Context: an optimization exercise on an open-source flow, tuned for small area and a short achievable clock period. The choices shown serve that exercise and are no tape-out recipe.
The RTL was checked by simulation tests, not by an equivalence proof against the original design.
Power and IR drop assume default switching activity.

==> flow/run.sh <==
#!/bin/bash
# synth_recipe.tcl (not shown) runs the flow's synth.tcl, then flattens the netlist and writes it again
# the make line also repeats each setting of config.mk as NAME=value (left out here)
make -C /OpenROAD-flow-scripts/flow DESIGN_CONFIG=/design/flow/config.mk WORK_HOME=/design/flow/orfs CLKGATE_MAP_FILE= SYNTH_SCRIPT=/design/flow/synth_recipe.tcl finish
==> flow/config.mk <==
export PLATFORM = sky130hd
export DESIGN_NAME = life
export DESIGN_NICKNAME = life
export VERILOG_FILES = /design/flow/design.v
export SDC_FILE = /design/flow/constraint.sdc
export NUM_CORES = 4
export LEC_CHECK = 0
export CAP_MARGIN = 40
export CORE_MARGIN = 2
export CORE_UTILIZATION = 40
export SLEW_MARGIN = 40
==> flow/constraint.sdc <==
create_clock -name core_clock -period 9.0 [get_ports {clk}]
set_input_delay 1.8000 -clock core_clock [delete_from_list [all_inputs] [get_ports {clk}]]
set_output_delay 1.8000 -clock core_clock [all_outputs]
set_load 0.01 [all_outputs]
==> flow/design.v <==
package life_pkg;
    localparam int unsigned KEY_W      = 3;
    localparam int unsigned WIN_W      = 9;
    localparam int unsigned WIN_CENTER = 4;
    localparam int unsigned CNT_W      = 4;
    typedef enum logic [KEY_W-1:0] {
        KEY_NONE  = 3'd0,
        KEY_UP    = 3'd1,
        KEY_DOWN  = 3'd2,
        KEY_LEFT  = 3'd3,
        KEY_RIGHT = 3'd4,
        KEY_FLIP  = 3'd5,
        KEY_NEXT  = 3'd6,
        KEY_RUN   = 3'd7
    } key_e;
    typedef enum logic [1:0] {
        ST_IDLE  = 2'd0,
        ST_SWEEP = 2'd1,
        ST_SWAP  = 2'd2
    } sweep_e;
    function automatic logic life_rule(input logic [WIN_W-1:0] win);
        logic [CNT_W-1:0] cnt;
        cnt = '0;
        for (int unsigned i = 0; i < WIN_W; i++) begin
            if (i != WIN_CENTER) begin
                cnt = cnt + CNT_W'(win[i]);
            end
        end
        life_rule = ((cnt == CNT_W'(3)) || (win[WIN_CENTER] && (cnt == CNT_W'(2))));
    endfunction
endpackage
module life_data #(
    parameter int unsigned X     = 16,
    parameter int unsigned Y     = 16,
    parameter int unsigned LOG2X = 4,
    parameter int unsigned LOG2Y = 4
) (
    input  logic             clk,
    input  logic             reset,
    input  logic             flip_en,
    input  logic [LOG2X-1:0] flip_x,
    input  logic [LOG2Y-1:0] flip_y,
    input  logic             wr_en,
    input  logic [LOG2X-1:0] wr_x,
    input  logic [LOG2Y-1:0] wr_y,
    input  logic             wr_val,
    input  logic             swap,
    input  logic [LOG2X-1:0] rd_x,
    input  logic [LOG2Y-1:0] rd_y,
    output logic [life_pkg::WIN_W-1:0] window_c,
    input  logic [LOG2Y-1:0] scan_y,
    output logic [X-1:0]     scan_data_c
);
    logic [Y-1:0][X-1:0] data_low;
    logic [Y-1:0][X-1:0] data_high;
    logic [LOG2X-1:0] xs [3];
    logic [LOG2Y-1:0] ys [3];
    always_comb begin
        xs[0] = (rd_x == '0) ? LOG2X'(X-1) : rd_x - 1'b1;
        xs[1] = rd_x;
        xs[2] = (rd_x == LOG2X'(X-1)) ? '0 : rd_x + 1'b1;
        ys[0] = (rd_y == '0) ? LOG2Y'(Y-1) : rd_y - 1'b1;
        ys[1] = rd_y;
        ys[2] = (rd_y == LOG2Y'(Y-1)) ? '0 : rd_y + 1'b1;
    end
    always_comb begin
        window_c = '0;
        for (int dy = 0; dy < 3; dy++) begin
            for (int dx = 0; dx < 3; dx++) begin
                window_c[dy*3+dx] = data_low[ys[dy]][xs[dx]];
            end
        end
    end
    assign scan_data_c = data_low[scan_y];
    always_ff @(posedge clk or negedge reset) begin
        if (!reset) begin
            data_low <= '0;
        end else if (swap) begin
            data_low <= data_high;
        end else if (flip_en) begin
            data_low[flip_y][flip_x] <= ~data_low[flip_y][flip_x];
        end
    end
    always_ff @(posedge clk) begin
        if (wr_en) begin
            data_high[wr_y][wr_x] <= wr_val;
        end
    end
endmodule
module life #(
    parameter int unsigned X         = 16,
    parameter int unsigned Y         = 16,
    parameter int unsigned LOG2X     = 4,
    parameter int unsigned LOG2Y     = 4,
    parameter int unsigned HIGH_BITS = 10
) (
    input  logic             clk,
    input  logic             reset,
    input  logic [life_pkg::KEY_W-1:0] keys,
    output logic [Y-1:0]     row,
    output logic [X-1:0]     col
);
    life_pkg::key_e                 key_c;
    life_pkg::sweep_e               state;
    logic [LOG2X-1:0]     cx;
    logic [LOG2Y-1:0]     cy;
    logic [LOG2X-1:0]     sx;
    logic [LOG2Y-1:0]     sy;
    logic [LOG2Y-1:0]     scan_r;
    logic                 run_mode;
    logic [HIGH_BITS-1:0] prescaler;
    logic             idle_c;
    logic             start_c;
    logic             flip_c;
    logic             wr_en_c;
    logic             swap_c;
    logic             last_c;
    logic             wr_val_c;
    logic [life_pkg::WIN_W-1:0] window_c;
    logic [X-1:0]     scan_data_c;
    assign key_c = life_pkg::key_e'(keys);
    always_comb begin
        idle_c   = (state == life_pkg::ST_IDLE);
        start_c  = idle_c && ((key_c == life_pkg::KEY_NEXT) || (run_mode && (&prescaler)));
        flip_c   = idle_c && (key_c == life_pkg::KEY_FLIP);
        wr_en_c  = (state == life_pkg::ST_SWEEP);
        swap_c   = (state == life_pkg::ST_SWAP);
        last_c   = (sx == LOG2X'(X-1)) && (sy == LOG2Y'(Y-1));
        wr_val_c = life_pkg::life_rule(window_c);
    end
    always_ff @(posedge clk or negedge reset) begin
        if (!reset) begin
            state <= life_pkg::ST_IDLE;
            sx    <= '0;
            sy    <= '0;
            cx    <= '0;
            cy    <= '0;
        end else begin
            case (state)
                life_pkg::ST_IDLE: begin
                    if (start_c) begin
                        state <= life_pkg::ST_SWEEP;
                        sx    <= '0;
                        sy    <= '0;
                    end
                    case (key_c)
                        life_pkg::KEY_UP:    cy <= (cy == '0) ? LOG2Y'(Y-1) : cy - 1'b1;
                        life_pkg::KEY_DOWN:  cy <= (cy == LOG2Y'(Y-1)) ? '0 : cy + 1'b1;
                        life_pkg::KEY_LEFT:  cx <= (cx == '0) ? LOG2X'(X-1) : cx - 1'b1;
                        life_pkg::KEY_RIGHT: cx <= (cx == LOG2X'(X-1)) ? '0 : cx + 1'b1;
                        default: ;
                    endcase
                end
                life_pkg::ST_SWEEP: begin
                    if (last_c) begin
                        state <= life_pkg::ST_SWAP;
                    end
                    if (sx == LOG2X'(X-1)) begin
                        sx <= '0;
                        sy <= sy + 1'b1;
                    end else begin
                        sx <= sx + 1'b1;
                    end
                end
                life_pkg::ST_SWAP: state <= life_pkg::ST_IDLE;
                default: state <= life_pkg::ST_IDLE;
            endcase
        end
    end
    always_ff @(posedge clk or negedge reset) begin
        if (!reset) begin
            prescaler <= '0;
            run_mode  <= 1'b0;
        end else begin
            prescaler <= prescaler + 1'b1;
            if (key_c == life_pkg::KEY_RUN) begin
                run_mode <= ~run_mode;
            end
        end
    end
    always_ff @(posedge clk or negedge reset) begin
        if (!reset) begin
            scan_r <= '0;
            row    <= '0;
            col    <= '0;
        end else begin
            row    <= Y'(1) << scan_r;
            col    <= scan_data_c;
            scan_r <= (scan_r == LOG2Y'(Y-1)) ? '0 : scan_r + 1'b1;
        end
    end
    life_data #(
        .X     (X),
        .Y     (Y),
        .LOG2X (LOG2X),
        .LOG2Y (LOG2Y)
    ) l_data_l (
        .clk         (clk),
        .reset       (reset),
        .flip_en     (flip_c),
        .flip_x      (cx),
        .flip_y      (cy),
        .wr_en       (wr_en_c),
        .wr_x        (sx),
        .wr_y        (sy),
        .wr_val      (wr_val_c),
        .swap        (swap_c),
        .rd_x        (sx),
        .rd_y        (sy),
        .window_c    (window_c),
        .scan_y      (scan_r),
        .scan_data_c (scan_data_c)
    );
endmodule
==> run_results.csv <==
group,metric,value,unit
run_status,status,"timing/DRC/antenna clean",
timing,relSlewSlack,37.1,%
worst_setup_path,crit_slowest_cell,"ha_1",
synth,ys_async_sr_fraction,55.6,%
placement,placed_cells,5589,
finish,nets,4328,
worst_setup_path,crit_cells,25,
worst_setup_path,crit_type,"flip-flop to flip-flop",
worst_setup_path,critPathRequiredTime,9470,ps
synth,synth_edf_count,256,
pwr,ir_worst_vdd,0.116,mV
pwr,power_density,126,nW/um^2
worst_setup_path,crit_top_cell,"fa_1",
worst_setup_path,slowest_delay,740,ps
route,vias,43700,
cts,htree_levels,3,
cts,cts_tree,"yes",
grt,grt_pass1_vias,39500,
cts,insertion_delay,680,ps
grt,grt_max_degree,178,
synth,synth_nets,4438,
cts,cts.sinks,577,
floorplanning,rows,117,
grt,grt_use_total,45.4,%
run,maxCapViolCount,0,
floorplanning,start_util,40.4,%
timing,post-route-min-period,7910,ps
synth,yosys_most_used_dff,"dfrtp_1",
floorplanning,die_area,106000,um^2
synth,ys_types,84,
synth,synth_cells,4407,
finish,layout.cells.non_filler,5739,
cts,ctsHoldBuffers,0,
finish,synthToLayoutAreaGrowth,12.2,%
synth,synth_area_per_cell,9.34,um^2
floorplanning,core,102000,um^2
timing,slew_violations,0,
placement,place.detailed.hpwl,172,mm
worst_setup_path,rrSetupSlack,1090,ps
worst_setup_path,worstPathArrival,8370,ps
timing,fmax,126,MHz
timing,hold_violations,0,
cts,clkTransAtPathRegs,60,ps
route,drt-total-wl,247,mm
route,routed_via_density,7.62,
synth,ys_warn_count,4,
grt,overflow,0,
finish,layout-drive-gt1-share,15.8,%
placement,finalWeightedCongestion,1.14,
synth,synthesis.area,41200,um^2
cts,clockBufferDepth,3,
timing,setup_violations,0,
worst_setup_path,end_kind,"flip-flop",
finish,final_cell_mix,"o21ai_0 (672), nand2_1 (492), dfrtp_1 (314), o31ai_1 (264), edfxtp_1 (256)",
timing,tns,0,ps
worst_setup_path,reg2reg_depth,25,
cts,tritoncts.num_buffers,69,
route,avgRoutedWirePerCell,43.0,um
grt,antenna_found_initial,39,
floorplanning,io-pin-count,37,
worst_setup_path,start_kind,"flip-flop",
timing,fin_crit_sh,87.8,%
cts,post_cts_buffers,0,
pwr,p_leak,0.0163,uW
timing,worst_pin_slew,943,ps
grt,grt_pass1_wl,335,mm
worst_hold_path,hp-class,"flip-flop to flip-flop",
finish,num-fill-cells,9845,
finish,mostFrequentLayoutCell,"o21ai_0",
synth,synth_seq_cells,577,
route,dr.pass1.iters,8,
worst_setup_path,path_buf_inv,6,
worst_hold_path,holdPathStages,1,
floorplanning,die_x,325,um
worst_setup_path,path_max_fanout,42,
synth,ys_seq_area_share,38.2,%
timing,fin_worst_skew,24.8,ps
worst_setup_path,crit_family,"adder cells",
cts,cts_root_buf,"clkbuf_16",
route,drc,0,
route,postRouteAntennaNets,0,
route,drt-initial-drc-count,8318,
floorplanning,die_h,325,um
placement,port-buffer-count,36,
cts,cts_resized,0,
timing,grt_setup_unrepaired,"false",
==> flip-flops by register name, summed over array words and instances, names as in the netlist, 2 cells and up <==
name and cells:
l_data_l.data_high 256, l_data_l.data_low 256, col 16, row 16
prescaler 10, cx 4, cy 4, scan_r 4
sx 4, sy 4, state 2
==> logic make-up after synthesis <==
| group | after synthesis | share of synthesized area (%) |
|---|---|---|
| AOI/OAI and AO/OA | 1791 | 26.8 |
| and+or+nand+nor | 1085 | 11.8 |
| DFF | 577 | 38.2 |
| buffers and inverters | 493 | 5.21 |
| muxes | 409 | 16.6 |
| xor gates and xnor gates | 26 | 0.553 |
| adders and majority gates | 26 | 0.863 |
==> per-stage QoR <==
step	area (um^2)	hold WS, ps	worst slack, ps	total power (uW)	utilization, %
after floorplan	41200	438	1760	2840	-
after global routing	46200	483	874	5930	45.3
after CTS	46000	469	1250	5810	45.1
after detailed placement	43700	458	1310	2930	42.9
after global placement	43400	455	1050	2920	42.6
final	46200	465	1090	5820	45.3
==> path summary, 6_finish.rpt <==
path,startpoint,to
worst max-delay path,sx[1]$_DFFE_PN0P_,l_data_l.data_high[19]$_DFFE_PP_
worst min-delay path,prescaler[8]$_DFF_PN0_,prescaler[8]$_DFF_PN0_
worst max register to register,sx[1]$_DFFE_PN0P_,l_data_l.data_high[19]$_DFFE_PP_
worst min register to register,prescaler[8]$_DFF_PN0_,prescaler[8]$_DFF_PN0_
max in group asynchronous,reset,l_data_l.data_low[89]$_DFFE_PN0P_
min in group asynchronous,reset,prescaler[5]$_DFF_PN0_
==> routing by layer <==
layer | routed length (um) | share of wire [%] | track usage [%]
met5 | 172 | 0.070 | 0
met4 | 21700 | 8.8 | 31.5
met2 | 96700 | 39 | 60.9
met3 | 39500 | 16 | 21.2
met1 | 88800 | 36 | 57.4
==> power breakdown <==
group | leakage, uW | switching [uW] | internal, uW
Sequential | 0.00758 | 7.59 | 2740
Clock | 0.00113 | 1250 | 1680
Combinational | 0.00758 | 115 | 22.6
Total | 0.0163 | 1380 | 4440
==> cell type report <==
class,instances,area [um^2],share of cell area [%]
timing repair buffer,284,2580,5.58
clock buffer,90,1870,4.04
antenna,17,42.5,0.0921
tap,1368,1710,3.70
multi-input combinational,3337,23700,51.3
inverter,28,113,0.244
clock inverter,38,434,0.940
sequential,577,15700,34.1
==> synth_stat cells (all sizes together) (6+ instances only) <==
library cell / count / area (um^2)
clkbuf: 309 / 1160
edfxtp: 256 / 7690
mux2: 36 / 405
buf: 152 / 846
o22ai: 135 / 845
a22o: 6 / 52.6
o31ai: 265 / 1990
a211oi: 53 / 398
nand4: 9 / 56.3
nand2: 503 / 1890
nor2b: 38 / 238
a211o: 6 / 52.6
o22a: 9 / 78.8
ha: 22 / 275
and3: 11 / 68.8
o221ai: 17 / 149
nor4: 26 / 163
or3: 8 / 50.1
o211ai: 10 / 75.1
inv: 24 / 90.1
nand2b: 12 / 75.1
xor2: 8 / 70.1
a31oi: 48 / 300
a221oi: 33 / 289
a22oi: 170 / 1280
xnor2: 18 / 158
a2111oi: 14 / 129
mux2i: 161 / 1610
dfrtp: 321 / 8030
o32a: 9 / 90.1
a21o: 6 / 45.0
o32ai: 7 / 61.3
mux4: 212 / 4810
and2: 28 / 175
nor3: 128 / 684
o21ai: 718 / 3600
nor2: 185 / 694
nand3b: 6 / 45.0
nand3: 113 / 566
a21oi: 233 / 1170

static timing again, ports no longer ideal:
The results above use ideal ports. As a check the final layout listed here was re-extracted and re-timed, cells and wires unchanged.
Step 1 (the two cells are an assumption about what drives the block):
set clk [get_ports {clk}]
set_driving_cell -lib_cell sky130_fd_sc_hd__clkbuf_16 $clk
set_driving_cell -lib_cell sky130_fd_sc_hd__buf_2 [delete_from_list [all_inputs] $clk]
Step 2 moves the port delays by t, midway between the first and last clock arrival at a register: inputs arrive t later, outputs are due t later. That takes back most of the time a late clock gives input paths.
a / b / c = ideal ports / drivers / drivers and shift; a / b = the first two.
t, ns: 0.738
setup WS [ns]: 1.095 / 1.095 / 1.095
clock arrival spread, ns: 0.024 / 0.025
cell pins on the clock port's net: 1
After both steps setup and hold are still met in this run. The setup slack of this run moves by 0.000 ns with the drivers and by 0.000 ns with both steps.
